This is an optimization exercise on Yosys and OpenROAD, whose aim is small area, a short achievable clock period and few clock cycles, not a production implementation.
In this exercise RTL edits were held to simulation tests only and were not proved equivalent to the original.

==> flow/design.v (outline; a module is shown in full before it is edited, if it fits) <==
// module apb_host_port: 55 lines
// module topcontrol: 97 lines
// module kernel_buffer: 19 lines
// module feature_window: 27 lines
// module conv_pe_core: 103 lines
// module mac_tree: 4023 lines
// module write2control: 19 lines
// module hwcnn_top: 54 lines
module hwcnn_top (
	input  logic                        clk,
	input  logic                        arst_n,
	input  logic                        apb_psel,
	input  logic                        apb_penable,
	input  logic                        apb_pwrite,
	input  logic [12-1:0]    apb_paddr,
	input  logic [32-1:0]    apb_pwdata,
	output logic                        apb_pready,
	output logic [32-1:0]    apb_prdata,
	output logic                        apb_pslverr,
	input  logic [32-1:0]    instruct,
	input  logic                        inst_empty,
	output logic                        inst_req,
	output logic                        busy
);
  // ...
==> flow/run.sh <==
#!/bin/bash
# synth_recipe.tcl (not shown) runs the flow's synth.tcl, then flattens the netlist and writes it again
# the make line also repeats each setting of config.mk as NAME=value (left out here)
make -C /OpenROAD-flow-scripts/flow DESIGN_CONFIG=/design/flow/config.mk WORK_HOME=/design/flow/orfs CLKGATE_MAP_FILE= SYNTH_SCRIPT=/design/flow/synth_recipe.tcl finish
==> flow/config.mk <==
export PLATFORM = sky130hd
export DESIGN_NAME = hwcnn_top
export DESIGN_NICKNAME = hwcnn_top
export VERILOG_FILES = /design/flow/design.v
export SDC_FILE = /design/flow/constraint.sdc
export NUM_CORES = 4
export LEC_CHECK = 0
export ABC_CLOCK_PERIOD_IN_PS = 2900
export CAP_MARGIN = 20
export CORE_MARGIN = 2
export CORE_UTILIZATION = 60
export CTS_CLUSTER_DIAMETER = 100
export CTS_CLUSTER_SIZE = 20
export SETUP_SLACK_MARGIN = 4.1
export SLEW_MARGIN = 20
==> flow/constraint.sdc <==
create_clock -name core_clock -period 7.0 [get_ports {clk}]
set_input_delay 1.4000 -clock core_clock [delete_from_list [all_inputs] [get_ports {clk}]]
set_output_delay 1.4000 -clock core_clock [all_outputs]
set_load 0.01 [all_outputs]
==> qor.tcl, run 1 <==
set qor(yosys.cell_count.top_type) {sky130_fd_sc_hd__edfxtp_1}
set qor(finalHoldViolCount) 0
set qor(gp_congestion) 0.9724
set qor(seq_cell_count) 2420
set qor(cts_max_level) 4
set qor(master_cell_of_the_clock_root_buffer) {sky130_fd_sc_hd__clkbuf_16}
set qor(instances_no_fill) 11320
set qor(xor_and_xnor_area_share_after_synthesis) 0.007939
set qor(grt_pass1_wl_um) 529800
set qor(synth_cell_types) 76
set qor(buffers) 374
set qor(numClockSinks) 2420
set qor(sequential_cell_area_um2) 63410
set qor(clk_latency_ns) 0.86
set qor(coreArea_um2) 208900
set qor(run_status) {timing/DRC/antenna clean}
set qor(highest-signal-layer) {met5}
set qor(synth.area.mux_share) 0.1670
set qor(setup-tns-final_ns) 0
set qor(ys_top_cells_by_area) {sky130_fd_sc_hd__edfxtp_1 (35%), sky130_fd_sc_hd__fa_1 (18%), sky130_fd_sc_hd__dfxtp_1 (15%)}
set qor(dieWidth_um) 461.8
set qor(worst_hold_path.endpoint) {pec.shift_s[2][1]}
set qor(timing_worst_setup_path_type) {flop to flop}
set qor(bufAreaShareNonClock) 0.02386
set qor(dr.pass1.iters) 6
set qor(synthArstFlopShare) 0.009917
set qor(postLayoutCoreUtil) 0.6533
set qor(tritoncts) {done}
set qor(post_synth_inst_count) 8268
set qor(placed_area_um2) 130100
set qor(reg2reg_slack_ns) 3.82
Testbench counts, summed over its fixed seeds: cycles 18,575.
==> module apb_host_port, before the edit <==
module apb_host_port (
	input  logic                                 clk,
	input  logic                                 arst_n,
	input  logic [12+32+2:0] apb_req,   
	output logic [32+1:0]             apb_rsp,   
	output logic                                 feat_wr_en,
	output logic [6-1:0]            feat_wr_addr,
	output logic [8-1:0]             feat_wr_data,
	output logic                                 ker_wr_en,
	output logic [$clog2(4*9)-1:0]  ker_wr_addr,
	output logic [8-1:0]             ker_wr_data,
	output logic [5-1:0]             res_rd_addr,
	input  logic [16-1:0]              res_rd_data
);
	localparam int KER_DEPTH = 4 * 9;
	hwcnn_bus_pkg::apb_req_t  req;
	logic                     setup;
	logic                     feat_hit;
	logic                     ker_hit;
	logic                     res_hit;
	logic                     bad;
	logic                     pready_q;
	logic                     pslverr_q;
	logic [16-1:0]  prdata_q;
	logic [8-1:0] wr_data_q;
	logic [5:0]               wr_addr_q;
	assign req   = apb_req;
	assign setup = req.psel && !req.penable;
	assign feat_hit = (req.paddr[11:6] == 6'h00);
	assign ker_hit  = (req.paddr[11:6] == 6'h04) && (req.paddr[5:0] < 6'(KER_DEPTH));
	assign res_hit  = (req.paddr[11:5] == 7'h10);
	assign bad      = req.pwrite ? !(feat_hit || ker_hit) : !res_hit;
	assign res_rd_addr = req.paddr[5-1:0];
	always_ff @(posedge clk or negedge arst_n) begin
		if (!arst_n) begin
			feat_wr_en <= 1'b0;
			ker_wr_en  <= 1'b0;
		end else begin
			feat_wr_en <= setup && req.pwrite && feat_hit;
			ker_wr_en  <= setup && req.pwrite && ker_hit;
		end
	end
	always_ff @(posedge clk) begin
		pready_q  <= setup;
		pslverr_q <= bad;
		prdata_q  <= res_rd_data;
		wr_addr_q <= req.paddr[5:0];
		wr_data_q <= req.pwdata[8-1:0];
	end
	assign feat_wr_addr = wr_addr_q;
	assign feat_wr_data = wr_data_q;
	assign ker_wr_addr  = wr_addr_q;
	assign ker_wr_data  = wr_data_q;
	assign apb_rsp = {pready_q, {{(32-16){prdata_q[16-1]}}, prdata_q}, pslverr_q};
endmodule
==> module topcontrol, before the edit <==
module topcontrol (
	input  logic                               clk,
	input  logic                               arst_n,
	input  logic [32-1:0]           instruct,
	input  logic                               inst_empty,
	output logic                               inst_req,
	output logic [2:0][1:0]                    rd_lo,       
	output logic [2:0][3:0][6-3:0] rd_hi,      
	output logic                               col_valid,   
	output logic                               col_valid1,  
	output logic [$clog2(4)-1:0]  ker_idx,
	output logic [20+$clog2(20):0] pe_ctrl,   
	output logic [5-1:0]           res_addr,
	input  logic                               pe_busy,     
	output logic                               busy
);
	hwcnn_pkg::inst_word_u               inst_w;
	logic                                inst_v;      
	logic                                take_bias;
	logic                                take_conv;
	logic                                free;        
	logic                                free_d;
	logic [5-1:0]            rem;         
	logic [5-1:0]            rem_d;
	logic                                inst_v_d;
	logic signed [20-1:0]      bias_rf [4];
	logic [4-1:0]          bias_set;    
	logic signed [20-1:0]      bias_rd;
	logic [6-1:0]           ll;
	logic [2:0][6-1:0]      row0;        
	assign inst_w    = instruct;
	assign free      = (rem <= 5'(2));
	assign take_bias = inst_v && (inst_w.bias.op == hwcnn_pkg::LOAD_BIAS);
	assign take_conv = inst_v && (inst_w.conv.op == hwcnn_pkg::CONV) && free;
	assign col_valid  = (rem != '0);
	assign col_valid1 = (rem >= 5'(2));
	always_comb begin
		if (take_conv)
			rem_d = inst_w.conv.out_count;
		else if (rem >= 5'(2))
			rem_d = rem - 2'd2;
		else
			rem_d = '0;
		inst_v_d = (inst_req && !inst_empty) || (inst_v && !(take_bias || take_conv));
		free_d   = (rem_d <= 5'(2));
	end
	always_ff @(posedge clk or negedge arst_n) begin
		if (!arst_n) begin
			inst_v   <= 1'b0;
			inst_req <= 1'b0;
			rem      <= '0;
			busy     <= 1'b0;
		end else begin
			inst_v   <= inst_v_d;
			inst_req <= !inst_v_d || free_d;
			rem      <= rem_d;
			busy     <= inst_v_d || (rem_d != '0) || pe_busy;
		end
	end
	always_ff @(posedge clk or negedge arst_n) begin
		if (!arst_n)
			bias_set <= '0;
		else if (take_bias)
			bias_set[inst_w.bias.bias_idx] <= 1'b1;
	end
	always_ff @(posedge clk) begin
		if (take_bias)
			bias_rf[inst_w.bias.bias_idx] <= inst_w.bias.imm;
	end
	assign bias_rd = bias_set[inst_w.conv.bias_idx] ? bias_rf[inst_w.conv.bias_idx] : '0;
	assign ll = 6'(inst_w.conv.line_len);
	always_comb begin
		row0[0] = inst_w.conv.feat_start;
		row0[1] = inst_w.conv.feat_start + ll;
		row0[2] = inst_w.conv.feat_start + {ll[6-2:0], 1'b0};
	end
	always_ff @(posedge clk) begin
		if (take_conv) begin
			for (int r = 0; r < 3; r++) begin
				rd_lo[r] <= row0[r][1:0];
				for (int k = 0; k < 4; k++)
					rd_hi[r][k] <= 6'(row0[r] + 6'(k)) >> 2;
			end
			res_addr    <= inst_w.conv.res_start;
			ker_idx     <= inst_w.conv.ker_idx;
			pe_ctrl     <= {bias_rd, inst_w.conv.shift, inst_w.conv.relu};
		end else begin
			for (int r = 0; r < 3; r++) begin
				rd_lo[r] <= rd_lo[r] + 2'd2;
				for (int k = 0; k < 4; k++)
					if (2'(rd_lo[r] + 2'(k)) >= 2'd2)
						rd_hi[r][k] <= rd_hi[r][k] + 1'b1;
			end
			res_addr <= res_addr + 2'd2;
		end
	end
endmodule
==> module feature_window, before the edit <==
module feature_window (
	input  logic                            clk,
	input  logic                            feat_wr_en,
	input  logic [6-1:0]       feat_wr_addr,
	input  logic [8-1:0]        feat_wr_data,
	input  logic [2:0][1:0]                 rd_lo,      
	input  logic [2:0][3:0][6-3:0] rd_hi,  
	output logic [2:0][3:0][8-1:0] window   
);
	localparam int BANK_D = (1 << 6) / 4;
	logic [2:0][3:0][8-1:0] bank_rd;   
	for (genvar b = 0; b < 4; b++) begin : g_bank
		logic [8-1:0] fm [BANK_D];
		always_ff @(posedge clk) begin
			if (feat_wr_en && feat_wr_addr[1:0] == 2'(b))
				fm[feat_wr_addr[6-1:2]] <= feat_wr_data;
		end
		for (genvar r = 0; r < 3; r++) begin : g_row
			assign bank_rd[r][b] = fm[rd_hi[r][3-b]];
		end
	end
	always_ff @(posedge clk) begin
		for (int r = 0; r < 3; r++)
			for (int c = 0; c < 4; c++)
				window[r][c] <= bank_rd[r][2'(rd_lo[r] + 2'(c))];
	end
endmodule
==> module conv_pe_core, before the edit <==
module conv_pe_core (
	input  logic                            clk,
	input  logic                            arst_n,
	input  logic [2:0][3:0][8-1:0] window,   
	input  logic [8:0][8-1:0]   kernel,
	input  logic                            col_valid,    
	input  logic                            col_valid1,   
	input  logic [20+$clog2(20):0] pe_ctrl,   
	input  logic [5-1:0]        res_addr,     
	output logic [1:0][16-1:0]    result,       
	output logic [1:0][5-2:0]   result_idx,   
	output logic [1:0]                      result_valid,
	output logic                            pe_busy       
);
	localparam int MAC_LAT = 3;        
	localparam int D       = MAC_LAT + 2;   
	localparam int SUM_W   = 20 + 1;
	localparam int RES_MAX = (1 << (16 - 1)) - 1;
	localparam int RES_MIN = -(1 << (16 - 1));
	hwcnn_pkg::pe_ctrl_t              ctrl0;
	logic signed [20-1:0]   bias_s1;
	logic [$clog2(20)-1:0]  shift_s [1:D];
	logic                             relu_s [1:D];
	logic [5-1:0]         addr_s [1:D-1];
	logic [1:0]                       valid_s [1:D-1];   
	logic [1:0][8:0][8-1:0] w_lane;          
	logic [1:0][SUM_W-1:0]            acc;               
	logic [1:0][SUM_W-1:0]            acc_c;             
	logic [1:0][5-2:0]    idx_c;             
	logic [1:0]                       valid_c;           
	logic                             swap;              
	logic [5-1:0]         addr1;
	logic                             busy_d;
	assign ctrl0 = hwcnn_pkg::pe_ctrl_t'(pe_ctrl);
	always_ff @(posedge clk) begin
		bias_s1    <= ctrl0.bias;
		shift_s[1] <= ctrl0.shift;
		relu_s[1]  <= ctrl0.relu;
		addr_s[1]  <= res_addr;
		for (int s = 2; s <= D; s++) begin
			shift_s[s] <= shift_s[s-1];
			relu_s[s]  <= relu_s[s-1];
		end
		for (int s = 2; s < D; s++)
			addr_s[s] <= addr_s[s-1];
	end
	always_ff @(posedge clk or negedge arst_n) begin
		if (!arst_n) begin
			for (int s = 1; s < D; s++)
				valid_s[s] <= '0;
			valid_c <= '0;
		end else begin
			valid_s[1] <= {col_valid1, col_valid};
			for (int s = 2; s < D; s++)
				valid_s[s] <= valid_s[s-1];
			valid_c <= swap ? {valid_s[D-1][0], valid_s[D-1][1]} : valid_s[D-1];
		end
	end
	always_comb begin
		busy_d = col_valid;
		for (int s = 1; s < D - 1; s++)
			busy_d = busy_d || valid_s[s][0];
	end
	assign pe_busy = busy_d;
	for (genvar j = 0; j < 2; j++) begin : g_lane
		for (genvar r = 0; r < 3; r++) begin : g_row
			for (genvar c = 0; c < 3; c++) begin : g_col
				assign w_lane[j][r*3 + c] = window[r][c + j];
			end
		end
		mac_tree tree (
			.clk  (clk),
			.w    (w_lane[j]),
			.k    (kernel),
			.bias (bias_s1),
			.acc  (acc[j])
		);
	end
	assign swap  = addr_s[D-1][0];
	assign addr1 = addr_s[D-1] + 1'b1;
	always_ff @(posedge clk) begin
		for (int b = 0; b < 2; b++)
			acc_c[b] <= $signed(acc[b ^ int'(swap)]) >>> {shift_s[D-1][4:3], 3'b000};
		idx_c[0] <= swap ? addr1[5-1:1] : addr_s[D-1][5-1:1];
		idx_c[1] <= addr_s[D-1][5-1:1];
	end
	for (genvar b = 0; b < 2; b++) begin : g_post
		logic signed [SUM_W-1:0] shifted;
		always_comb begin
			shifted = $signed(acc_c[b]) >>> shift_s[D][2:0];
			if (relu_s[D] && shifted < 0)
				result[b] = '0;
			else if (shifted > RES_MAX)
				result[b] = 16'(RES_MAX);
			else if (shifted < RES_MIN)
				result[b] = 16'(RES_MIN);
			else
				result[b] = 16'(shifted);
		end
	end
	assign result_idx   = idx_c;
	assign result_valid = valid_c;
endmodule
==> module write2control, before the edit <==
module write2control (
	input  logic                            clk,
	input  logic [1:0][16-1:0]    result,         
	input  logic [1:0][5-2:0]   result_idx,     
	input  logic [1:0]                      result_valid,   
	input  logic [5-1:0]        res_rd_addr,
	output logic [16-1:0]         res_rd_data
);
	logic [1:0][16-1:0] bank_rd;
	for (genvar b = 0; b < 2; b++) begin : g_bank
		logic [16-1:0] rm [1 << (5 - 1)];
		always_ff @(posedge clk) begin
			if (result_valid[b])
				rm[result_idx[b]] <= result[b];
		end
		assign bank_rd[b] = rm[res_rd_addr[5-1:1]];
	end
	assign res_rd_data = bank_rd[res_rd_addr[0]];
endmodule
==> module hwcnn_top, before the edit <==
module hwcnn_top (
	input  logic                        clk,
	input  logic                        arst_n,
	input  logic                        apb_psel,
	input  logic                        apb_penable,
	input  logic                        apb_pwrite,
	input  logic [12-1:0]    apb_paddr,
	input  logic [32-1:0]    apb_pwdata,
	output logic                        apb_pready,
	output logic [32-1:0]    apb_prdata,
	output logic                        apb_pslverr,
	input  logic [32-1:0]    instruct,
	input  logic                        inst_empty,
	output logic                        inst_req,
	output logic                        busy
);
	hwcnn_bus_pkg::apb_req_t                 apb_req;
	hwcnn_bus_pkg::apb_rsp_t                 apb_rsp;
	assign apb_req.psel    = apb_psel;
	assign apb_req.penable = apb_penable;
	assign apb_req.pwrite  = apb_pwrite;
	assign apb_req.paddr   = apb_paddr;
	assign apb_req.pwdata  = apb_pwdata;
	assign apb_pready      = apb_rsp.pready;
	assign apb_prdata      = apb_rsp.prdata;
	assign apb_pslverr     = apb_rsp.pslverr;
	logic                                    feat_wr_en;
	logic [6-1:0]               feat_wr_addr;
	logic [8-1:0]                feat_wr_data;
	logic                                    ker_wr_en;
	logic [$clog2(4*9)-1:0]     ker_wr_addr;
	logic [8-1:0]                ker_wr_data;
	logic [5-1:0]                res_rd_addr;
	logic [16-1:0]                 res_rd_data;
	logic [2:0][1:0]                         rd_lo;
	logic [2:0][3:0][6-3:0]     rd_hi;
	logic                                    col_valid;
	logic                                    col_valid1;
	logic [$clog2(4)-1:0]       ker_idx;
	hwcnn_pkg::pe_ctrl_t                     pe_ctrl;
	logic [5-1:0]                res_addr;
	logic                                    pe_busy;
	logic [2:0][3:0][8-1:0]      window;
	hwcnn_pkg::kernel_t                      kernel;
	logic [1:0][16-1:0]            result;
	logic [1:0][5-2:0]           result_idx;
	logic [1:0]                              result_valid;
	apb_host_port hport (.*);
	topcontrol tctrl (.*);
	kernel_buffer kbuf (.*);
	feature_window fwin (.*);
	conv_pe_core pec (.*);
	write2control w2c (.*);
endmodule
==> run 2: changes to the inputs <==
--- a/flow/design.v
+++ b/flow/design.v
@@ -55,48 +55,52 @@
 	output logic [32+1:0]             apb_rsp,   
 	output logic                                 feat_wr_en,
 	output logic [6-1:0]            feat_wr_addr,
 	output logic [8-1:0]             feat_wr_data,
 	output logic                                 ker_wr_en,
 	output logic [$clog2(4*9)-1:0]  ker_wr_addr,
 	output logic [8-1:0]             ker_wr_data,
 	output logic [5-1:0]             res_rd_addr,
-	input  logic [16-1:0]              res_rd_data
+	input  logic [16-1:0]              res_rd_data,
+	input  logic                                 pend_valid,
+	input  logic [5-1:0]             pend_addr
 );
 	localparam int KER_DEPTH = 4 * 9;
 	hwcnn_bus_pkg::apb_req_t  req;
 	logic                     setup;
 	logic                     feat_hit;
 	logic                     ker_hit;
 	logic                     res_hit;
 	logic                     bad;
+	logic                     rd_wait;    
 	logic                     pready_q;
 	logic                     pslverr_q;
 	logic [16-1:0]  prdata_q;
 	logic [8-1:0] wr_data_q;
 	logic [5:0]               wr_addr_q;
 	assign req   = apb_req;
 	assign setup = req.psel && !req.penable;
 	assign feat_hit = (req.paddr[11:6] == 6'h00);
 	assign ker_hit  = (req.paddr[11:6] == 6'h04) && (req.paddr[5:0] < 6'(KER_DEPTH));
 	assign res_hit  = (req.paddr[11:5] == 7'h10);
 	assign bad      = req.pwrite ? !(feat_hit || ker_hit) : !res_hit;
 	assign res_rd_addr = req.paddr[5-1:0];
+	assign rd_wait     = !req.pwrite && res_hit && pend_valid && (pend_addr == res_rd_addr);
 	always_ff @(posedge clk or negedge arst_n) begin
 		if (!arst_n) begin
 			feat_wr_en <= 1'b0;
 			ker_wr_en  <= 1'b0;
 		end else begin
 			feat_wr_en <= setup && req.pwrite && feat_hit;
 			ker_wr_en  <= setup && req.pwrite && ker_hit;
 		end
 	end
 	always_ff @(posedge clk) begin
-		pready_q  <= setup;
+		pready_q  <= (setup && !rd_wait) || (req.psel && req.penable && !pready_q);
 		pslverr_q <= bad;
 		prdata_q  <= res_rd_data;
 		wr_addr_q <= req.paddr[5:0];
 		wr_data_q <= req.pwdata[8-1:0];
 	end
 	assign feat_wr_addr = wr_addr_q;
 	assign feat_wr_data = wr_data_q;
 	assign ker_wr_addr  = wr_addr_q;
@@ -107,18 +111,17 @@
 module topcontrol (
 	input  logic                               clk,
 	input  logic                               arst_n,
 	input  logic [32-1:0]           instruct,
 	input  logic                               inst_empty,
 	output logic                               inst_req,
 	output logic [2:0][1:0]                    rd_lo,       
 	output logic [2:0][3:0][6-3:0] rd_hi,      
-	output logic                               col_valid,   
-	output logic                               col_valid1,  
+	output logic                               col_valid,
 	output logic [$clog2(4)-1:0]  ker_idx,
 	output logic [20+$clog2(20):0] pe_ctrl,   
 	output logic [5-1:0]           res_addr,
 	input  logic                               pe_busy,     
 	output logic                               busy
 );
 	hwcnn_pkg::inst_word_u               inst_w;
 	logic                                inst_v;      
@@ -130,30 +133,29 @@
 	logic [5-1:0]            rem_d;
 	logic                                inst_v_d;
 	logic signed [20-1:0]      bias_rf [4];
 	logic [4-1:0]          bias_set;    
 	logic signed [20-1:0]      bias_rd;
 	logic [6-1:0]           ll;
 	logic [2:0][6-1:0]      row0;        
 	assign inst_w    = instruct;
-	assign free      = (rem <= 5'(2));
+	assign free      = (rem <= 5'(1));
 	assign take_bias = inst_v && (inst_w.bias.op == hwcnn_pkg::LOAD_BIAS);
 	assign take_conv = inst_v && (inst_w.conv.op == hwcnn_pkg::CONV) && free;
-	assign col_valid  = (rem != '0);
-	assign col_valid1 = (rem >= 5'(2));
+	assign col_valid = (rem != '0);
 	always_comb begin
 		if (take_conv)
 			rem_d = inst_w.conv.out_count;
-		else if (rem >= 5'(2))
-			rem_d = rem - 2'd2;
+		else if (rem != '0)
+			rem_d = rem - 1'b1;
 		else
-			rem_d = '0;
+			rem_d = rem;
 		inst_v_d = (inst_req && !inst_empty) || (inst_v && !(take_bias || take_conv));
-		free_d   = (rem_d <= 5'(2));
+		free_d   = (rem_d <= 5'(1));
 	end
 	always_ff @(posedge clk or negedge arst_n) begin
 		if (!arst_n) begin
 			inst_v   <= 1'b0;
 			inst_req <= 1'b0;
 			rem      <= '0;
 			busy     <= 1'b0;
 		end else begin
@@ -187,22 +189,22 @@
 				for (int k = 0; k < 4; k++)
 					rd_hi[r][k] <= 6'(row0[r] + 6'(k)) >> 2;
 			end
 			res_addr    <= inst_w.conv.res_start;
 			ker_idx     <= inst_w.conv.ker_idx;
 			pe_ctrl     <= {bias_rd, inst_w.conv.shift, inst_w.conv.relu};
 		end else begin
 			for (int r = 0; r < 3; r++) begin
-				rd_lo[r] <= rd_lo[r] + 2'd2;
+				rd_lo[r] <= rd_lo[r] + 1'b1;
 				for (int k = 0; k < 4; k++)
-					if (2'(rd_lo[r] + 2'(k)) >= 2'd2)
+					if (2'(rd_lo[r] + 2'(k)) == 2'd3)
 						rd_hi[r][k] <= rd_hi[r][k] + 1'b1;
 			end
-			res_addr <= res_addr + 2'd2;
+			res_addr <= res_addr + 1'b1;
 		end
 	end
 endmodule
 `timescale 1ns/1ps
 module kernel_buffer (
 	input  logic                                 clk,
 	input  logic                                 ker_wr_en,
 	input  logic [$clog2(4*9)-1:0]  ker_wr_addr,
@@ -224,139 +226,121 @@
 `timescale 1ns/1ps
 module feature_window (
 	input  logic                            clk,
 	input  logic                            feat_wr_en,
 	input  logic [6-1:0]       feat_wr_addr,
 	input  logic [8-1:0]        feat_wr_data,
 	input  logic [2:0][1:0]                 rd_lo,      
 	input  logic [2:0][3:0][6-3:0] rd_hi,  
-	output logic [2:0][3:0][8-1:0] window   
+	output logic [8:0][8-1:0]   window      
 );
 	localparam int BANK_D = (1 << 6) / 4;
 	logic [2:0][3:0][8-1:0] bank_rd;   
 	for (genvar b = 0; b < 4; b++) begin : g_bank
 		logic [8-1:0] fm [BANK_D];
 		always_ff @(posedge clk) begin
 			if (feat_wr_en && feat_wr_addr[1:0] == 2'(b))
 				fm[feat_wr_addr[6-1:2]] <= feat_wr_data;
 		end
 		for (genvar r = 0; r < 3; r++) begin : g_row
 			assign bank_rd[r][b] = fm[rd_hi[r][3-b]];
 		end
 	end
 	always_ff @(posedge clk) begin
 		for (int r = 0; r < 3; r++)
-			for (int c = 0; c < 4; c++)
-				window[r][c] <= bank_rd[r][2'(rd_lo[r] + 2'(c))];
+			for (int c = 0; c < 3; c++)
+				window[r*3 + c] <= bank_rd[r][2'(rd_lo[r] + 2'(c))];
 	end
 endmodule
 `timescale 1ns/1ps
 module conv_pe_core (
 	input  logic                            clk,
 	input  logic                            arst_n,
-	input  logic [2:0][3:0][8-1:0] window,   
+	input  logic [8:0][8-1:0]   window,   
 	input  logic [8:0][8-1:0]   kernel,
-	input  logic                            col_valid,    
-	input  logic                            col_valid1,   
+	input  logic                            col_valid,   
 	input  logic [20+$clog2(20):0] pe_ctrl,   
-	input  logic [5-1:0]        res_addr,     
-	output logic [1:0][16-1:0]    result,       
-	output logic [1:0][5-2:0]   result_idx,   
-	output logic [1:0]                      result_valid,
-	output logic                            pe_busy       
+	input  logic [5-1:0]        res_addr,    
+	output logic signed [16-1:0]  result,        
+	output logic [5-1:0]        result_addr,
+	output logic                            result_valid,
+	output logic                            pe_busy,     
+	output logic                            pend_valid,  
+	output logic [5-1:0]        pend_addr    
 );
 	localparam int MAC_LAT = 3;        
 	localparam int D       = MAC_LAT + 2;   
 	localparam int SUM_W   = 20 + 1;
 	localparam int RES_MAX = (1 << (16 - 1)) - 1;
 	localparam int RES_MIN = -(1 << (16 - 1));
 	hwcnn_pkg::pe_ctrl_t              ctrl0;
 	logic signed [20-1:0]   bias_s1;
 	logic [$clog2(20)-1:0]  shift_s [1:D];
 	logic                             relu_s [1:D];
-	logic [5-1:0]         addr_s [1:D-1];
-	logic [1:0]                       valid_s [1:D-1];   
-	logic [1:0][8:0][8-1:0] w_lane;          
-	logic [1:0][SUM_W-1:0]            acc;               
-	logic [1:0][SUM_W-1:0]            acc_c;             
-	logic [1:0][5-2:0]    idx_c;             
-	logic [1:0]                       valid_c;           
-	logic                             swap;              
-	logic [5-1:0]         addr1;
+	logic [5-1:0]         addr_s [1:D];
+	logic                             valid_s [1:D];
+	logic [SUM_W-1:0]                 acc;
+	logic signed [SUM_W-1:0]          acc_c;    
+	logic signed [SUM_W-1:0]          shifted;
+	logic signed [16-1:0]   res_d;
 	logic                             busy_d;
 	assign ctrl0 = hwcnn_pkg::pe_ctrl_t'(pe_ctrl);
 	always_ff @(posedge clk) begin
 		bias_s1    <= ctrl0.bias;
 		shift_s[1] <= ctrl0.shift;
 		relu_s[1]  <= ctrl0.relu;
 		addr_s[1]  <= res_addr;
 		for (int s = 2; s <= D; s++) begin
 			shift_s[s] <= shift_s[s-1];
 			relu_s[s]  <= relu_s[s-1];
+			addr_s[s]  <= addr_s[s-1];
 		end
-		for (int s = 2; s < D; s++)
-			addr_s[s] <= addr_s[s-1];
 	end
 	always_ff @(posedge clk or negedge arst_n) begin
 		if (!arst_n) begin
-			for (int s = 1; s < D; s++)
-				valid_s[s] <= '0;
-			valid_c <= '0;
+			for (int s = 1; s <= D; s++)
+				valid_s[s] <= 1'b0;
 		end else begin
-			valid_s[1] <= {col_valid1, col_valid};
-			for (int s = 2; s < D; s++)
+			valid_s[1] <= col_valid;
+			for (int s = 2; s <= D; s++)
 				valid_s[s] <= valid_s[s-1];
-			valid_c <= swap ? {valid_s[D-1][0], valid_s[D-1][1]} : valid_s[D-1];
 		end
 	end
 	always_comb begin
 		busy_d = col_valid;
-		for (int s = 1; s < D - 1; s++)
-			busy_d = busy_d || valid_s[s][0];
+		for (int s = 1; s < D - 3; s++)
+			busy_d = busy_d || valid_s[s];
 	end
+	assign pend_valid = valid_s[D-1];
+	assign pend_addr  = addr_s[D-1];
 	assign pe_busy = busy_d;
-	for (genvar j = 0; j < 2; j++) begin : g_lane
-		for (genvar r = 0; r < 3; r++) begin : g_row
-			for (genvar c = 0; c < 3; c++) begin : g_col
-				assign w_lane[j][r*3 + c] = window[r][c + j];
-			end
-		end
-		mac_tree tree (
-			.clk  (clk),
-			.w    (w_lane[j]),
-			.k    (kernel),
-			.bias (bias_s1),
-			.acc  (acc[j])
-		);
-	end
-	assign swap  = addr_s[D-1][0];
-	assign addr1 = addr_s[D-1] + 1'b1;
-	always_ff @(posedge clk) begin
-		for (int b = 0; b < 2; b++)
-			acc_c[b] <= $signed(acc[b ^ int'(swap)]) >>> {shift_s[D-1][4:3], 3'b000};
-		idx_c[0] <= swap ? addr1[5-1:1] : addr_s[D-1][5-1:1];
-		idx_c[1] <= addr_s[D-1][5-1:1];
-	end
-	for (genvar b = 0; b < 2; b++) begin : g_post
-		logic signed [SUM_W-1:0] shifted;
-		always_comb begin
-			shifted = $signed(acc_c[b]) >>> shift_s[D][2:0];
-			if (relu_s[D] && shifted < 0)
-				result[b] = '0;
-			else if (shifted > RES_MAX)
-				result[b] = 16'(RES_MAX);
-			else if (shifted < RES_MIN)
-				result[b] = 16'(RES_MIN);
-			else
-				result[b] = 16'(shifted);
-		end
+	mac_tree tree (
+		.clk  (clk),
+		.w    (window),
+		.k    (kernel),
+		.bias (bias_s1),
+		.acc  (acc)
+	);
+	always_comb begin
+		shifted = acc_c >>> shift_s[D][2:0];
+		if (relu_s[D] && shifted < 0)
+			res_d = '0;
+		else if (shifted > RES_MAX)
+			res_d = 16'(RES_MAX);
+		else if (shifted < RES_MIN)
+			res_d = 16'(RES_MIN);
+		else
+			res_d = 16'(shifted);
 	end
-	assign result_idx   = idx_c;
-	assign result_valid = valid_c;
+	always_ff @(posedge clk)
+		acc_c <= $signed(acc) >>> {shift_s[D-1][4:3], 3'b000};
+	assign result       = res_d;
+	assign result_addr  = addr_s[D];
+	assign result_valid = valid_s[D];
 endmodule
 module mac_tree (
 	input  logic               clk,
 	input  logic [71:0]        w,      
 	input  logic [71:0]        k,      
 	input  logic [19:0]        bias,   
 	output logic [20:0]        acc     
 );
@@ -1988,102 +1972,102 @@
 	logic s1820;
 	logic c1821;
 	logic s1822;
 	logic c1823;
 	logic s1824;
 	logic c1825;
 	logic s1826;
 	logic c1827;
-	logic s1828;
-	logic c1829;
-	logic s1830;
-	logic c1831;
-	logic s1832;
-	logic c1833;
-	logic s1834;
-	logic c1835;
-	logic s1836;
-	logic c1837;
-	logic s1838;
-	logic c1839;
-	logic s1840;
-	logic c1841;
-	logic s1842;
-	logic c1843;
-	logic s1844;
-	logic c1845;
-	logic s1846;
-	logic c1847;
-	logic s1848;
-	logic c1849;
-	logic s1850;
-	logic c1851;
-	logic s1852;
-	logic c1853;
-	logic s1854;
-	logic c1855;
-	logic s1856;
-	logic c1857;
-	logic s1858;
-	logic c1859;
-	logic s1860;
-	logic c1861;
-	logic s1918;
-	logic c1919;
-	logic s1920;
-	logic c1921;
-	logic s1922;
-	logic c1923;
-	logic s1924;
-	logic c1925;
-	logic s1926;
-	logic c1927;
-	logic s1928;
-	logic c1929;
-	logic s1930;
-	logic c1931;
-	logic s1932;
-	logic c1933;
-	logic s1934;
-	logic c1935;
-	logic s1936;
-	logic c1937;
-	logic s1938;
-	logic c1939;
-	logic s1940;
-	logic c1941;
-	logic s1942;
-	logic c1943;
-	logic s1944;
-	logic c1945;
-	logic s1946;
-	logic c1947;
-	logic s1948;
-	logic c1949;
-	logic s1950;
-	logic c1951;
-	logic s1952;
-	logic c1953;
-	logic s1954;
-	logic c1955;
-	logic s1993;
-	logic c1994;
-	logic s1995;
-	logic c1996;
-	logic s1997;
-	logic c1998;
-	logic s1999;
-	logic c2000;
-	logic s2001;
-	logic c2002;
-	logic s2003;
-	logic c2004;
-	logic s2005;
-	logic c2006;
+	logic s1901;
+	logic c1902;
+	logic s1903;
+	logic c1904;
+	logic s1905;
+	logic c1906;
+	logic s1907;
+	logic c1908;
+	logic s1909;
+	logic c1910;
+	logic s1911;
+	logic c1912;
+	logic s1913;
+	logic c1914;
+	logic s1915;
+	logic c1916;
+	logic s1917;
+	logic c1918;
+	logic s1919;
+	logic c1920;
+	logic s1921;
+	logic c1922;
+	logic s1923;
+	logic c1924;
+	logic s1925;
+	logic c1926;
+	logic s1927;
+	logic c1928;
+	logic s1929;
+	logic c1930;
+	logic s1931;
+	logic c1932;
+	logic s1933;
+	logic c1934;
+	logic s1935;
+	logic c1936;
+	logic s1937;
+	logic c1938;
+	logic s1939;
+	logic c1940;
+	logic s1941;
+	logic c1942;
+	logic s1943;
+	logic c1944;
+	logic s1945;
+	logic c1946;
+	logic s1947;
+	logic c1948;
+	logic s1949;
+	logic c1950;
+	logic s1951;
+	logic c1952;
+	logic s1953;
+	logic c1954;
+	logic s1955;
+	logic c1956;
+	logic s1957;
+	logic c1958;
+	logic s1959;
+	logic c1960;
+	logic s1961;
+	logic c1962;
+	logic s1963;
+	logic c1964;
+	logic s1965;
+	logic c1966;
+	logic s1967;
+	logic c1968;
+	logic s1969;
+	logic c1970;
+	logic s1971;
+	logic c1972;
+	logic s2010;
+	logic c2011;
+	logic s2012;
+	logic c2013;
+	logic s2014;
+	logic c2015;
+	logic s2016;
+	logic c2017;
+	logic s2018;
+	logic c2019;
+	logic s2020;
+	logic c2021;
+	logic s2022;
+	logic c2023;
 	logic r1390;
 	logic r1391;
 	logic r1392;
 	logic r1393;
 	logic r1394;
 	logic r1395;
 	logic r1396;
 	logic r1397;
@@ -2268,16 +2252,50 @@
 	logic r1576;
 	logic r1577;
 	logic r1578;
 	logic r1579;
 	logic r1580;
 	logic r1581;
 	logic r1582;
 	logic r1583;
+	logic r1828;
+	logic r1829;
+	logic r1830;
+	logic r1831;
+	logic r1832;
+	logic r1833;
+	logic r1834;
+	logic r1835;
+	logic r1836;
+	logic r1837;
+	logic r1838;
+	logic r1839;
+	logic r1840;
+	logic r1841;
+	logic r1842;
+	logic r1843;
+	logic r1844;
+	logic r1845;
+	logic r1846;
+	logic r1847;
+	logic r1848;
+	logic r1849;
+	logic r1850;
+	logic r1851;
+	logic r1852;
+	logic r1853;
+	logic r1854;
+	logic r1855;
+	logic r1856;
+	logic r1857;
+	logic r1858;
+	logic r1859;
+	logic r1860;
+	logic r1861;
 	logic r1862;
 	logic r1863;
 	logic r1864;
 	logic r1865;
 	logic r1866;
 	logic r1867;
 	logic r1868;
 	logic r1869;
@@ -2307,50 +2325,16 @@
 	logic r1893;
 	logic r1894;
 	logic r1895;
 	logic r1896;
 	logic r1897;
 	logic r1898;
 	logic r1899;
 	logic r1900;
-	logic r1901;
-	logic r1902;
-	logic r1903;
-	logic r1904;
-	logic r1905;
-	logic r1906;
-	logic r1907;
-	logic r1908;
-	logic r1909;
-	logic r1910;
-	logic r1911;
-	logic r1912;
-	logic r1913;
-	logic r1914;
-	logic r1915;
-	logic r1916;
-	logic r1917;
-	logic r1956;
-	logic r1957;
-	logic r1958;
-	logic r1959;
-	logic r1960;
-	logic r1961;
-	logic r1962;
-	logic r1963;
-	logic r1964;
-	logic r1965;
-	logic r1966;
-	logic r1967;
-	logic r1968;
-	logic r1969;
-	logic r1970;
-	logic r1971;
-	logic r1972;
 	logic r1973;
 	logic r1974;
 	logic r1975;
 	logic r1976;
 	logic r1977;
 	logic r1978;
 	logic r1979;
 	logic r1980;
@@ -2361,16 +2345,33 @@
 	logic r1985;
 	logic r1986;
 	logic r1987;
 	logic r1988;
 	logic r1989;
 	logic r1990;
 	logic r1991;
 	logic r1992;
+	logic r1993;
+	logic r1994;
+	logic r1995;
+	logic r1996;
+	logic r1997;
+	logic r1998;
+	logic r1999;
+	logic r2000;
+	logic r2001;
+	logic r2002;
+	logic r2003;
+	logic r2004;
+	logic r2005;
+	logic r2006;
+	logic r2007;
+	logic r2008;
+	logic r2009;
 	assign p1 = w[0] & k[0];
 	assign p2 = w[0] & k[1];
 	assign p3 = w[0] & k[2];
 	assign p4 = w[0] & k[3];
 	assign p5 = w[0] & k[4];
 	assign p6 = w[0] & k[5];
 	assign p7 = w[0] & k[6];
 	assign p8 = ~(w[0] & k[7]);
@@ -3994,102 +3995,102 @@
 	assign s1820 = s1766 ^ s1768 ^ s1690;
 	assign c1821 = (s1766 & s1768) | (s1766 & s1690) | (s1768 & s1690);
 	assign s1822 = c1767 ^ c1769 ^ s1770;
 	assign c1823 = (c1767 & c1769) | (c1767 & s1770) | (c1769 & s1770);
 	assign s1824 = c1771 ^ c1773 ^ s1774;
 	assign c1825 = (c1771 & c1773) | (c1771 & s1774) | (c1773 & s1774);
 	assign s1826 = c1775 ^ c1697 ^ s1698;
 	assign c1827 = (c1775 & c1697) | (c1775 & s1698) | (c1697 & s1698);
-	assign s1828 = c1777 ^ s1778 ^ r1417;
-	assign c1829 = (c1777 & s1778) | (c1777 & r1417) | (s1778 & r1417);
-	assign s1830 = c1779 ^ s1780 ^ s1712;
-	assign c1831 = (c1779 & s1780) | (c1779 & s1712) | (s1780 & s1712);
-	assign s1832 = c1781 ^ s1782 ^ s1784;
-	assign c1833 = (c1781 & s1782) | (c1781 & s1784) | (s1782 & s1784);
-	assign s1834 = c1783 ^ c1785 ^ s1786;
-	assign c1835 = (c1783 & c1785) | (c1783 & s1786) | (c1785 & s1786);
-	assign s1836 = c1787 ^ c1789 ^ s1790;
-	assign c1837 = (c1787 & c1789) | (c1787 & s1790) | (c1789 & s1790);
-	assign s1838 = c1791 ^ c1793 ^ c1795;
-	assign c1839 = (c1791 & c1793) | (c1791 & c1795) | (c1793 & c1795);
-	assign s1840 = s1796 ^ s1798 ^ s1800;
-	assign c1841 = (s1796 & s1798) | (s1796 & s1800) | (s1798 & s1800);
-	assign s1842 = c1797 ^ c1799 ^ c1801;
-	assign c1843 = (c1797 & c1799) | (c1797 & c1801) | (c1799 & c1801);
-	assign s1844 = s1802 ^ s1804 ^ s1806;
-	assign c1845 = (s1802 & s1804) | (s1802 & s1806) | (s1804 & s1806);
-	assign s1846 = c1803 ^ c1805 ^ c1807;
-	assign c1847 = (c1803 & c1805) | (c1803 & c1807) | (c1805 & c1807);
-	assign s1848 = s1808 ^ s1810 ^ s1756;
-	assign c1849 = (s1808 & s1810) | (s1808 & s1756) | (s1810 & s1756);
-	assign s1850 = c1809 ^ c1811 ^ s1812;
-	assign c1851 = (c1809 & c1811) | (c1809 & s1812) | (c1811 & s1812);
-	assign s1852 = c1813 ^ c1815 ^ c1817;
-	assign c1853 = (c1813 & c1815) | (c1813 & c1817) | (c1815 & c1817);
-	assign s1854 = s1818 ^ s1820 ^ r1564;
-	assign c1855 = (s1818 & s1820) | (s1818 & r1564) | (s1820 & r1564);
-	assign s1856 = c1819 ^ c1821 ^ s1822;
-	assign c1857 = (c1819 & c1821) | (c1819 & s1822) | (c1821 & s1822);
-	assign s1858 = c1823 ^ s1824 ^ r1575;
-	assign c1859 = (c1823 & s1824) | (c1823 & r1575) | (s1824 & r1575);
-	assign s1860 = c1827 ^ c1699 ^ s1700;
-	assign c1861 = (c1827 & c1699) | (c1827 & s1700) | (c1699 & s1700);
-	assign s1918 = r1869 ^ r1870 ^ r1871;
-	assign c1919 = (r1869 & r1870) | (r1869 & r1871) | (r1870 & r1871);
-	assign s1920 = r1874 ^ r1875 ^ r1876;
-	assign c1921 = (r1874 & r1875) | (r1874 & r1876) | (r1875 & r1876);
-	assign s1922 = r1878 ^ r1879 ^ r1880;
-	assign c1923 = (r1878 & r1879) | (r1878 & r1880) | (r1879 & r1880);
-	assign s1924 = r1882 ^ r1883 ^ r1884;
-	assign c1925 = (r1882 & r1883) | (r1882 & r1884) | (r1883 & r1884);
-	assign s1926 = r1886 ^ r1887 ^ r1888;
-	assign c1927 = (r1886 & r1887) | (r1886 & r1888) | (r1887 & r1888);
-	assign s1928 = r1890 ^ r1891 ^ r1892;
-	assign c1929 = (r1890 & r1891) | (r1890 & r1892) | (r1891 & r1892);
-	assign s1930 = r1895 ^ r1896 ^ r1897;
-	assign c1931 = (r1895 & r1896) | (r1895 & r1897) | (r1896 & r1897);
-	assign s1932 = r1900 ^ r1901 ^ r1902;
-	assign c1933 = (r1900 & r1901) | (r1900 & r1902) | (r1901 & r1902);
-	assign s1934 = r1903 ^ r1904 ^ r1905;
-	assign c1935 = (r1903 & r1904) | (r1903 & r1905) | (r1904 & r1905);
-	assign s1936 = r1907 ^ r1908 ^ r1909;
-	assign c1937 = (r1907 & r1908) | (r1907 & r1909) | (r1908 & r1909);
-	assign s1938 = r1910 ^ r1911 ^ r1912;
-	assign c1939 = (r1910 & r1911) | (r1910 & r1912) | (r1911 & r1912);
-	assign s1940 = r1914 ^ r1915 ^ r1916;
-	assign c1941 = (r1914 & r1915) | (r1914 & r1916) | (r1915 & r1916);
-	assign s1942 = c1919 ^ r1872 ^ r1873;
-	assign c1943 = (c1919 & r1872) | (c1919 & r1873) | (r1872 & r1873);
-	assign s1944 = c1921 ^ s1922 ^ r1881;
-	assign c1945 = (c1921 & s1922) | (c1921 & r1881) | (s1922 & r1881);
-	assign s1946 = c1923 ^ s1924 ^ r1885;
-	assign c1947 = (c1923 & s1924) | (c1923 & r1885) | (s1924 & r1885);
-	assign s1948 = c1925 ^ s1926 ^ r1889;
-	assign c1949 = (c1925 & s1926) | (c1925 & r1889) | (s1926 & r1889);
-	assign s1950 = c1927 ^ s1928 ^ r1893;
-	assign c1951 = (c1927 & s1928) | (c1927 & r1893) | (s1928 & r1893);
-	assign s1952 = c1929 ^ s1930 ^ r1898;
-	assign c1953 = (c1929 & s1930) | (c1929 & r1898) | (s1930 & r1898);
-	assign s1954 = c1933 ^ s1934 ^ r1906;
-	assign c1955 = (c1933 & s1934) | (c1933 & r1906) | (s1934 & r1906);
-	assign s1993 = r1965 ^ r1966;
-	assign c1994 = r1965 & r1966;
-	assign s1995 = r1973 ^ r1974;
-	assign c1996 = r1973 & r1974;
-	assign s1997 = r1976 ^ r1977 ^ r1978;
-	assign c1998 = (r1976 & r1977) | (r1976 & r1978) | (r1977 & r1978);
-	assign s1999 = r1979 ^ r1980 ^ r1981;
-	assign c2000 = (r1979 & r1980) | (r1979 & r1981) | (r1980 & r1981);
-	assign s2001 = r1983 ^ r1984;
-	assign c2002 = r1983 & r1984;
-	assign s2003 = r1986 ^ r1987;
-	assign c2004 = r1986 & r1987;
-	assign s2005 = r1988 ^ r1989;
-	assign c2006 = r1988 & r1989;
+	assign s1901 = r1834 ^ r1835 ^ r1836;
+	assign c1902 = (r1834 & r1835) | (r1834 & r1836) | (r1835 & r1836);
+	assign s1903 = r1837 ^ r1838 ^ r1839;
+	assign c1904 = (r1837 & r1838) | (r1837 & r1839) | (r1838 & r1839);
+	assign s1905 = r1841 ^ r1842 ^ r1843;
+	assign c1906 = (r1841 & r1842) | (r1841 & r1843) | (r1842 & r1843);
+	assign s1907 = r1844 ^ r1845 ^ r1846;
+	assign c1908 = (r1844 & r1845) | (r1844 & r1846) | (r1845 & r1846);
+	assign s1909 = r1849 ^ r1850 ^ r1851;
+	assign c1910 = (r1849 & r1850) | (r1849 & r1851) | (r1850 & r1851);
+	assign s1911 = r1854 ^ r1855 ^ r1856;
+	assign c1912 = (r1854 & r1855) | (r1854 & r1856) | (r1855 & r1856);
+	assign s1913 = r1857 ^ r1858 ^ r1859;
+	assign c1914 = (r1857 & r1858) | (r1857 & r1859) | (r1858 & r1859);
+	assign s1915 = r1861 ^ r1862 ^ r1863;
+	assign c1916 = (r1861 & r1862) | (r1861 & r1863) | (r1862 & r1863);
+	assign s1917 = r1864 ^ r1865 ^ r1866;
+	assign c1918 = (r1864 & r1865) | (r1864 & r1866) | (r1865 & r1866);
+	assign s1919 = r1867 ^ r1868 ^ r1869;
+	assign c1920 = (r1867 & r1868) | (r1867 & r1869) | (r1868 & r1869);
+	assign s1921 = r1870 ^ r1871 ^ r1872;
+	assign c1922 = (r1870 & r1871) | (r1870 & r1872) | (r1871 & r1872);
+	assign s1923 = r1874 ^ r1875 ^ r1876;
+	assign c1924 = (r1874 & r1875) | (r1874 & r1876) | (r1875 & r1876);
+	assign s1925 = r1879 ^ r1880 ^ r1881;
+	assign c1926 = (r1879 & r1880) | (r1879 & r1881) | (r1880 & r1881);
+	assign s1927 = r1882 ^ r1883 ^ r1884;
+	assign c1928 = (r1882 & r1883) | (r1882 & r1884) | (r1883 & r1884);
+	assign s1929 = r1885 ^ r1886 ^ r1887;
+	assign c1930 = (r1885 & r1886) | (r1885 & r1887) | (r1886 & r1887);
+	assign s1931 = r1889 ^ r1890 ^ r1891;
+	assign c1932 = (r1889 & r1890) | (r1889 & r1891) | (r1890 & r1891);
+	assign s1933 = r1895 ^ r1896 ^ r1897;
+	assign c1934 = (r1895 & r1896) | (r1895 & r1897) | (r1896 & r1897);
+	assign s1935 = c1902 ^ s1903 ^ r1840;
+	assign c1936 = (c1902 & s1903) | (c1902 & r1840) | (s1903 & r1840);
+	assign s1937 = c1906 ^ s1907 ^ r1847;
+	assign c1938 = (c1906 & s1907) | (c1906 & r1847) | (s1907 & r1847);
+	assign s1939 = c1908 ^ s1909 ^ r1852;
+	assign c1940 = (c1908 & s1909) | (c1908 & r1852) | (s1909 & r1852);
+	assign s1941 = c1910 ^ s1911 ^ s1913;
+	assign c1942 = (c1910 & s1911) | (c1910 & s1913) | (s1911 & s1913);
+	assign s1943 = c1912 ^ c1914 ^ s1915;
+	assign c1944 = (c1912 & c1914) | (c1912 & s1915) | (c1914 & s1915);
+	assign s1945 = c1916 ^ c1918 ^ s1919;
+	assign c1946 = (c1916 & c1918) | (c1916 & s1919) | (c1918 & s1919);
+	assign s1947 = c1920 ^ c1922 ^ s1923;
+	assign c1948 = (c1920 & c1922) | (c1920 & s1923) | (c1922 & s1923);
+	assign s1949 = c1924 ^ s1925 ^ s1927;
+	assign c1950 = (c1924 & s1925) | (c1924 & s1927) | (s1925 & s1927);
+	assign s1951 = c1926 ^ c1928 ^ s1929;
+	assign c1952 = (c1926 & c1928) | (c1926 & s1929) | (c1928 & s1929);
+	assign s1953 = c1930 ^ s1931 ^ r1892;
+	assign c1954 = (c1930 & s1931) | (c1930 & r1892) | (s1931 & r1892);
+	assign s1955 = c1932 ^ r1893 ^ r1894;
+	assign c1956 = (c1932 & r1893) | (c1932 & r1894) | (r1893 & r1894);
+	assign s1957 = c1934 ^ r1898 ^ r1899;
+	assign c1958 = (c1934 & r1898) | (c1934 & r1899) | (r1898 & r1899);
+	assign s1959 = c1936 ^ c1904 ^ s1905;
+	assign c1960 = (c1936 & c1904) | (c1936 & s1905) | (c1904 & s1905);
+	assign s1961 = c1938 ^ s1939 ^ r1853;
+	assign c1962 = (c1938 & s1939) | (c1938 & r1853) | (s1939 & r1853);
+	assign s1963 = c1940 ^ s1941 ^ r1860;
+	assign c1964 = (c1940 & s1941) | (c1940 & r1860) | (s1941 & r1860);
+	assign s1965 = c1942 ^ s1943 ^ s1917;
+	assign c1966 = (c1942 & s1943) | (c1942 & s1917) | (s1943 & s1917);
+	assign s1967 = c1944 ^ s1945 ^ s1921;
+	assign c1968 = (c1944 & s1945) | (c1944 & s1921) | (s1945 & s1921);
+	assign s1969 = c1946 ^ s1947 ^ r1877;
+	assign c1970 = (c1946 & s1947) | (c1946 & r1877) | (s1947 & r1877);
+	assign s1971 = c1950 ^ s1951 ^ r1888;
+	assign c1972 = (c1950 & s1951) | (c1950 & r1888) | (s1951 & r1888);
+	assign s2010 = r1982 ^ r1983;
+	assign c2011 = r1982 & r1983;
+	assign s2012 = r1990 ^ r1991;
+	assign c2013 = r1990 & r1991;
+	assign s2014 = r1993 ^ r1994 ^ r1995;
+	assign c2015 = (r1993 & r1994) | (r1993 & r1995) | (r1994 & r1995);
+	assign s2016 = r1996 ^ r1997 ^ r1998;
+	assign c2017 = (r1996 & r1997) | (r1996 & r1998) | (r1997 & r1998);
+	assign s2018 = r2000 ^ r2001;
+	assign c2019 = r2000 & r2001;
+	assign s2020 = r2003 ^ r2004;
+	assign c2021 = r2003 & r2004;
+	assign s2022 = r2005 ^ r2006;
+	assign c2023 = r2005 & r2006;
 	always_ff @(posedge clk) begin
 		r1390 <= s962;
 		r1391 <= bias[0];
 		r1392 <= s1218;
 		r1393 <= s968;
 		r1394 <= bias[1];
 		r1395 <= c1219;
 		r1396 <= s1220;
@@ -4275,131 +4276,145 @@
 		r1576 <= s1386;
 		r1577 <= c1385;
 		r1578 <= c1387;
 		r1579 <= s1388;
 		r1580 <= c1389;
 		r1581 <= bias[17];
 		r1582 <= bias[18];
 		r1583 <= p577;
-		r1862 <= r1390;
-		r1863 <= r1391;
-		r1864 <= s1584;
-		r1865 <= s1702;
-		r1866 <= s1776;
-		r1867 <= r1406;
-		r1868 <= s1828;
-		r1869 <= c1829;
-		r1870 <= s1830;
-		r1871 <= s1604;
-		r1872 <= c1831;
-		r1873 <= s1832;
-		r1874 <= c1833;
-		r1875 <= s1834;
-		r1876 <= s1788;
-		r1877 <= s1726;
-		r1878 <= c1835;
-		r1879 <= s1836;
-		r1880 <= s1792;
-		r1881 <= s1794;
-		r1882 <= c1837;
-		r1883 <= s1838;
-		r1884 <= s1840;
-		r1885 <= s1654;
-		r1886 <= c1839;
-		r1887 <= c1841;
-		r1888 <= s1842;
-		r1889 <= s1844;
-		r1890 <= c1843;
-		r1891 <= c1845;
-		r1892 <= s1846;
-		r1893 <= s1848;
-		r1894 <= s1758;
-		r1895 <= c1847;
-		r1896 <= c1849;
-		r1897 <= s1850;
-		r1898 <= s1814;
-		r1899 <= s1816;
-		r1900 <= c1851;
-		r1901 <= s1852;
-		r1902 <= s1854;
-		r1903 <= c1853;
-		r1904 <= c1855;
-		r1905 <= s1856;
-		r1906 <= s1772;
-		r1907 <= c1857;
-		r1908 <= s1858;
-		r1909 <= r1576;
-		r1910 <= c1859;
-		r1911 <= c1825;
-		r1912 <= s1826;
-		r1913 <= s1860;
-		r1914 <= c1861;
-		r1915 <= c1701;
-		r1916 <= r1582;
-		r1917 <= r1583;
-		r1956 <= r1862;
-		r1957 <= r1863;
-		r1958 <= r1864;
-		r1959 <= r1865;
-		r1960 <= r1866;
-		r1961 <= r1867;
-		r1962 <= r1868;
-		r1963 <= s1918;
-		r1964 <= s1942;
-		r1965 <= c1943;
-		r1966 <= s1920;
-		r1967 <= r1877;
-		r1968 <= s1944;
-		r1969 <= c1945;
-		r1970 <= s1946;
-		r1971 <= c1947;
-		r1972 <= s1948;
-		r1973 <= c1949;
-		r1974 <= s1950;
-		r1975 <= r1894;
-		r1976 <= c1951;
-		r1977 <= s1952;
-		r1978 <= r1899;
-		r1979 <= c1953;
-		r1980 <= c1931;
-		r1981 <= s1932;
-		r1982 <= s1954;
-		r1983 <= c1955;
-		r1984 <= c1935;
-		r1985 <= s1936;
-		r1986 <= c1937;
-		r1987 <= s1938;
-		r1988 <= c1939;
-		r1989 <= r1913;
-		r1990 <= s1940;
-		r1991 <= c1941;
-		r1992 <= r1917;
+		r1828 <= r1390;
+		r1829 <= r1391;
+		r1830 <= s1584;
+		r1831 <= s1702;
+		r1832 <= s1776;
+		r1833 <= r1406;
+		r1834 <= c1777;
+		r1835 <= s1778;
+		r1836 <= r1417;
+		r1837 <= c1779;
+		r1838 <= s1780;
+		r1839 <= s1712;
+		r1840 <= s1604;
+		r1841 <= c1781;
+		r1842 <= s1782;
+		r1843 <= s1784;
+		r1844 <= c1783;
+		r1845 <= c1785;
+		r1846 <= s1786;
+		r1847 <= s1788;
+		r1848 <= s1726;
+		r1849 <= c1787;
+		r1850 <= c1789;
+		r1851 <= s1790;
+		r1852 <= s1792;
+		r1853 <= s1794;
+		r1854 <= c1791;
+		r1855 <= c1793;
+		r1856 <= c1795;
+		r1857 <= s1796;
+		r1858 <= s1798;
+		r1859 <= s1800;
+		r1860 <= s1654;
+		r1861 <= c1797;
+		r1862 <= c1799;
+		r1863 <= c1801;
+		r1864 <= s1802;
+		r1865 <= s1804;
+		r1866 <= s1806;
+		r1867 <= c1803;
+		r1868 <= c1805;
+		r1869 <= c1807;
+		r1870 <= s1808;
+		r1871 <= s1810;
+		r1872 <= s1756;
+		r1873 <= s1758;
+		r1874 <= c1809;
+		r1875 <= c1811;
+		r1876 <= s1812;
+		r1877 <= s1814;
+		r1878 <= s1816;
+		r1879 <= c1813;
+		r1880 <= c1815;
+		r1881 <= c1817;
+		r1882 <= s1818;
+		r1883 <= s1820;
+		r1884 <= r1564;
+		r1885 <= c1819;
+		r1886 <= c1821;
+		r1887 <= s1822;
+		r1888 <= s1772;
+		r1889 <= c1823;
+		r1890 <= s1824;
+		r1891 <= r1575;
+		r1892 <= r1576;
+		r1893 <= c1825;
+		r1894 <= s1826;
+		r1895 <= c1827;
+		r1896 <= c1699;
+		r1897 <= s1700;
+		r1898 <= c1701;
+		r1899 <= r1582;
+		r1900 <= r1583;
+		r1973 <= r1828;
+		r1974 <= r1829;
+		r1975 <= r1830;
+		r1976 <= r1831;
+		r1977 <= r1832;
+		r1978 <= r1833;
+		r1979 <= s1901;
+		r1980 <= s1935;
+		r1981 <= s1959;
+		r1982 <= c1960;
+		r1983 <= s1937;
+		r1984 <= r1848;
+		r1985 <= s1961;
+		r1986 <= c1962;
+		r1987 <= s1963;
+		r1988 <= c1964;
+		r1989 <= s1965;
+		r1990 <= c1966;
+		r1991 <= s1967;
+		r1992 <= r1873;
+		r1993 <= c1968;
+		r1994 <= s1969;
+		r1995 <= r1878;
+		r1996 <= c1970;
+		r1997 <= c1948;
+		r1998 <= s1949;
+		r1999 <= s1971;
+		r2000 <= c1972;
+		r2001 <= c1952;
+		r2002 <= s1953;
+		r2003 <= c1954;
+		r2004 <= s1955;
+		r2005 <= c1956;
+		r2006 <= s1933;
+		r2007 <= s1957;
+		r2008 <= c1958;
+		r2009 <= r1900;
 	end
-	assign acc = {1'b1, r1991, c2006, c2004, c2002, s2001, c2000, c1998, c1996, s1995, r1971, r1969, c1994, s1993, r1964, r1963, r1962, r1960, r1959, r1958, r1956} + {1'b0, r1992, r1990, s2005, s2003, r1985, r1982, s1999, s1997, r1975, r1972, r1970, r1968, r1967, 1'b0, 1'b0, 1'b0, r1961, 1'b0, 1'b0, r1957};
+	assign acc = {1'b1, r2008, c2023, c2021, c2019, s2018, c2017, c2015, c2013, s2012, r1988, r1986, c2011, s2010, r1981, r1980, r1979, r1977, r1976, r1975, r1973} + {1'b0, r2009, r2007, s2022, s2020, r2002, r1999, s2016, s2014, r1992, r1989, r1987, r1985, r1984, 1'b0, 1'b0, 1'b0, r1978, 1'b0, 1'b0, r1974};
 endmodule
 `timescale 1ns/1ps
 module write2control (
 	input  logic                            clk,
-	input  logic [1:0][16-1:0]    result,         
-	input  logic [1:0][5-2:0]   result_idx,     
-	input  logic [1:0]                      result_valid,   
+	input  logic signed [16-1:0]  result,
+	input  logic [5-1:0]        result_addr,
+	input  logic                            result_valid,
 	input  logic [5-1:0]        res_rd_addr,
 	output logic [16-1:0]         res_rd_data
 );
-	logic [1:0][16-1:0] bank_rd;
-	for (genvar b = 0; b < 2; b++) begin : g_bank
-		logic [16-1:0] rm [1 << (5 - 1)];
-		always_ff @(posedge clk) begin
-			if (result_valid[b])
-				rm[result_idx[b]] <= result[b];
-		end
-		assign bank_rd[b] = rm[res_rd_addr[5-1:1]];
+	logic [(1<<5)-1:0][16-1:0] res_mem;
+	always_ff @(posedge clk) begin
+		for (int e = 0; e < (1 << 5); e++)
+			if (result_valid && result_addr == 5'(e))
+				res_mem[e] <= result;
 	end
-	assign res_rd_data = bank_rd[res_rd_addr[0]];
+	assign res_rd_data = (result_valid && result_addr == res_rd_addr) ? result : res_mem[res_rd_addr];
 endmodule
 `timescale 1ns/1ps
 module hwcnn_top (
 	input  logic                        clk,
 	input  logic                        arst_n,
 	input  logic                        apb_psel,
 	input  logic                        apb_penable,
 	input  logic                        apb_pwrite,
@@ -4429,25 +4444,26 @@
 	logic                                    ker_wr_en;
 	logic [$clog2(4*9)-1:0]     ker_wr_addr;
 	logic [8-1:0]                ker_wr_data;
 	logic [5-1:0]                res_rd_addr;
 	logic [16-1:0]                 res_rd_data;
 	logic [2:0][1:0]                         rd_lo;
 	logic [2:0][3:0][6-3:0]     rd_hi;
 	logic                                    col_valid;
-	logic                                    col_valid1;
 	logic [$clog2(4)-1:0]       ker_idx;
 	hwcnn_pkg::pe_ctrl_t                     pe_ctrl;
 	logic [5-1:0]                res_addr;
 	logic                                    pe_busy;
-	logic [2:0][3:0][8-1:0]      window;
+	logic                                    pend_valid;
+	logic [5-1:0]                pend_addr;
+	hwcnn_pkg::window_t                      window;
 	hwcnn_pkg::kernel_t                      kernel;
-	logic [1:0][16-1:0]            result;
-	logic [1:0][5-2:0]           result_idx;
-	logic [1:0]                              result_valid;
+	logic signed [16-1:0]          result;
+	logic [5-1:0]                result_addr;
+	logic                                    result_valid;
 	apb_host_port hport (.*);
 	topcontrol tctrl (.*);
 	kernel_buffer kbuf (.*);
 	feature_window fwin (.*);
 	conv_pe_core pec (.*);
 	write2control w2c (.*);
 endmodule
==> flow/config.mk (replaced) <==
export PLATFORM = sky130hd
export DESIGN_NAME = hwcnn_top
export DESIGN_NICKNAME = hwcnn_top
export VERILOG_FILES = /design/flow/design.v
export SDC_FILE = /design/flow/constraint.sdc
export NUM_CORES = 4
export LEC_CHECK = 0
export ABC_CLOCK_PERIOD_IN_PS = 2600
export CAP_MARGIN = 20
export CORE_MARGIN = 2
export CORE_UTILIZATION = 60
export CTS_CLUSTER_DIAMETER = 100
export CTS_CLUSTER_SIZE = 20
export SETUP_SLACK_MARGIN = 4.4
export SLEW_MARGIN = 20
==> run 2 against run 1 <==
  * Worst hold slack worse by 0.0070 ns
  * Synthesized cell count is 28% lower
  * Die area is 20% lower
  * Area after synthesis is 20% lower
  * Critical endpoint is now apb_prdata[23]
  * Largest cell class unchanged
==> qor.tcl, run 2 <==
set qor(critical_path.max_stage_delay_ns) 0.37
set qor(worst-r2r-cell-count) 3
set qor(syn_nets) 6630
set qor(die_area_um2) 169900
set qor(std_cell_rows) 149
set qor(finalHoldViolCount) 0 ;# unchanged
set qor(placed_area_um2) 103500 ;# -20%
set qor(grt_max_degree) 101
set qor(finalNetCount) 6858
set qor(reg2reg_slack_ns) 4.29 ;# +0.47 ns
set qor(number_of_synthesized_register_bits) 2120
set qor(final_period_minus_worst_setup_slack_ns) 2.825
set qor(ios) 118
set qor(worst-slew-pin-transition_ns) 1.137
set qor(worst_clock_skew_ns) 0.02298
set qor(fillerInstances) 11300
set qor(synth.cell_area_um2) 100000
set qor(ys_top_cells_by_count) {sky130_fd_sc_hd__edfxtp_1 (1,468), sky130_fd_sc_hd__mux4_2 (709), sky130_fd_sc_hd__dfxtp_1 (633)}
set qor(die_h_um) 412.2
set qor(crit-reg2reg-capture) {fwin.g_bank[0].fm[5][1]}
set qor(drt.antenna.violating_nets) 0
set qor(flow.area_growth_from_synthesis_pct) 10.45
set qor(cts_inserted_buffers) 118
set qor(clk_path_buf_depth) 3
set qor(cts.hold.buffers_added) 0
set qor(clk_latency_ns) 0.80 ;# -0.06 ns
set qor(synthDominantCellAreaShare) 0.4408
set qor(drive_above_1_share) 0.2553
set qor(drt_first_iter_violations) 6429
set qor(setup-tns-final_ns) 0 ;# unchanged
set qor(startpoint_of_the_worst_hold_path) {pec.shift_s[4][2]}
set qor(avgRoutedWirePerCell_um) 32.86
set qor(multi_input_comb_area_um2) 40490
set qor(worst_setup_path_end_kind) {primary output}
set qor(post-dp-hpwl_um) 187200
set qor(worst_hold_path_type) {flop to flop}
set qor(synth_edf_count) 1468
set qor(instances_no_fill) 8426 ;# -26%
set qor(synth_cell_types) 75 ;# -1.3%
set qor(coreArea_um2) 165200 ;# -21%
set qor(grt_total_ovfl) 0
set qor(critical_path.reg2reg.startpoint) {hport.wr_addr_q[4]}
set qor(max-cap-violations) 0
set qor(grt_pass1_vias) 54150
set qor(critical_path.startpoint_type) {flop}
set qor(cells_on_worst_hold_path) 0
set qor(timing_worst_setup_path_type) {flop to primary output}
set qor(dp.cells) 8056
set qor(yosys.area.top_type) {sky130_fd_sc_hd__edfxtp_1}
set qor(grt_pass1_wl_um) 390400 ;# -26%
set qor(path_cells) {buf_12 > buf_6}
set qor(tritoncts) {done}
set qor(worstPathRequired_ns) 5.60
set qor(dr.pass1.iters) 6 ;# unchanged
set qor(syn_area_per_cell_um2) 16.90
set qor(ys_top_cells_by_area) {sky130_fd_sc_hd__edfxtp_1 (44%), sky130_fd_sc_hd__mux4_2 (16%), sky130_fd_sc_hd__dfxtp_1 (13%)}
set qor(via_to_cell_ratio) 6.437
set qor(port_buffers) 93
set qor(slowest_stage) {sky130_fd_sc_hd__dfxtp_4}
set qor(layout.cells.most_common_list) {sky130_fd_sc_hd__edfxtp_1 (1,468), sky130_fd_sc_hd__mux4_2 (712), sky130_fd_sc_hd__fa_1 (558)}
set qor(critPathMaxFanout) 9
set qor(final_max_slew_viol_count) 0
set qor(worst-path-buf-inv) 2
set qor(synth_warnings) 20
set qor(holdWs_ns) 0.3202
set qor(arrival_ns) 1.43
set qor(grt_antenna_before_repair) 17
set qor(post_synth_inst_count) 5916 ;# -28%
set qor(cts.clk_slew.worst_paths_ns) 0.09
set qor(numClockSinks) 2120 ;# -12%
set qor(layout_commonest_cell) {sky130_fd_sc_hd__edfxtp_1}
set qor(sequential_cell_area_um2) 57470 ;# -9.4%
set qor(synth_seq_area_share) 0.5723
set qor(rsz_0062_raised_after_global_routing) {yes}
set qor(worst_path_dominant_cell_family) {flip-flops}
set qor(max-slew-margin-rel) 0.2418
set qor(primary_flip_flop_cell_chosen_by_synthesis_mapping) {sky130_fd_sc_hd__edfxtp_1}
set qor(run_status) {timing/DRC/antenna clean}
set qor(maxClockFrequency_ghz) 0.3540
set qor(synthArstFlopShare) 0.008962 ;# -0.0009551
set qor(yosys.cell_count.top_type) {sky130_fd_sc_hd__edfxtp_1}
set qor(finalSetupViolCount) 0
set qor(detail_route.drc_violations) 0
set qor(worst_hold_path.endpoint) {pec.shift_s[5][2]}
set qor(cts_max_level) 3 ;# -1
set qor(initial_core_util) 0.6054
set qor(route.final.wire_length_um) 276900
set qor(fin_crit_sh) 0.4036
set qor(groute.usage.overall) 0.3295
set qor(dr_total_vias) 54240
set qor(gp_congestion) 0.9439 ;# -2.9%
set qor(master_cell_of_the_clock_root_buffer) {sky130_fd_sc_hd__clkbuf_16}
set qor(dieWidth_um) 412.2 ;# -11%
set qor(layout_cell_area_excl_fill_um2) 110400
-- run 2: area by class of cell --
type                       instances  area share
antenna                            9   0.0002039
clock buffer                     194     0.02990
clock inverter                    10    0.001688
inverter                         565     0.01954
multi-input combinational       2975      0.3666
sequential                      2120      0.5203
tap                             2189     0.02480
timing repair buffer             364     0.03697
-- run 2: worst reg2reg max path: stages (launching register included) --
cell and delay [ns]:
sky130_fd_sc_hd__dfxtp_1 0.65, sky130_fd_sc_hd__nor2b_2 0.66, sky130_fd_sc_hd__nand2_1 0.35, sky130_fd_sc_hd__nor2_2 0.67
-- run 2: worst max-delay path by stage --
| stage | from | end | slack (ns) | cells after the start |
|---|---|---|---|---|
| 4_1_cts | hport.wr_addr_q[0] | fwin.g_bank[3].fm[3][2] | 4.09 | 2 |
| 2_1_floorplan | instruct[20] | tctrl.rd_hi[31] | 3.58 | 9 |
| 3_3_place_gp | instruct[25] | tctrl.rd_hi[31] | 2.30 | 9 |
| 3_5_place_dp | instruct[25] | tctrl.rd_hi[31] | 2.27 | 9 |
| 5_1_grt | hport.prdata_q[15] | apb_prdata[29] | 4.13 | 2 |
| 6_report | hport.prdata_q[15] | apb_prdata[23] | 4.17 | 2 |
-- run 2: timing repair --
| item | in CTS | in global routing |
|---|---|---|
| resized for setup | 492 | 182 |
| pin swaps | 54 | 29 |
| endpoints found under the setup margin | 1328 | 967 |
| buffers inserted | 75 | 50 |
| gates cloned | 20 | 11 |
-- run 2: kinds of logic (layout without fill, tap and decap cells) --
family                   count (synthesis)  in the layout  share of synthesized area
XOR/XNOR                               104            104                   0.009109
flip-flops                            2120           2120                     0.5723
other                                    0              9                          0
buffers and inverters                  834           1133                    0.03667
adder cells (fa/ha/maj)                632            632                     0.1213
AO/OA/AOI/OAI                          234            235                    0.01399
multiplexers                           890            890                     0.1946
AND/OR/NAND/NOR                       1102           1114                    0.05194
-- run 2: per-layer routing --
| layer | part of all wire | GRT usage |
|---|---|---|
| met3 | 0.096 | 0.06595 |
| met1 | 0.40 | 0.4784 |
| met5 | 0.000033 | 0 |
| met2 | 0.46 | 0.5024 |
| met4 | 0.044 | 0.1234 |
-- run 2: metrics by stage --
stage          utilization  setup WS (ns)
2_1_floorplan            -          3.581
3_3_place_gp        0.6266          2.304
3_5_place_dp        0.6268          2.267
4_1_cts             0.6609          4.090
5_1_grt             0.6685          4.126
6_report            0.6686          4.175
Testbench counts of run 2, summed over its fixed seeds: cycles 23,633.

what the ideal ports hide:
The results above use ideal ports. As a check the final layouts listed here were re-extracted and re-timed, cells and wires unchanged. Step 1: set_driving_cell puts a clkbuf_16 on clk and a buf_2 on each other input, an assumption about the parent block. Step 2, shift: input delay + t, output delay - t, t = (earliest + latest rising clock arrival at the registers) / 2. This alone moves slack from input paths to output paths. a / b / c = no drivers / after step 1 / after step 2; a / b = the first two.
run | t (ns) | setup slack, ns
run 1 | 0.920 | 3.824 / 3.824 / 3.257
run 2 | 0.873 | 4.175 / 4.090 / 3.385
After both steps setup and hold are still met in every run listed.
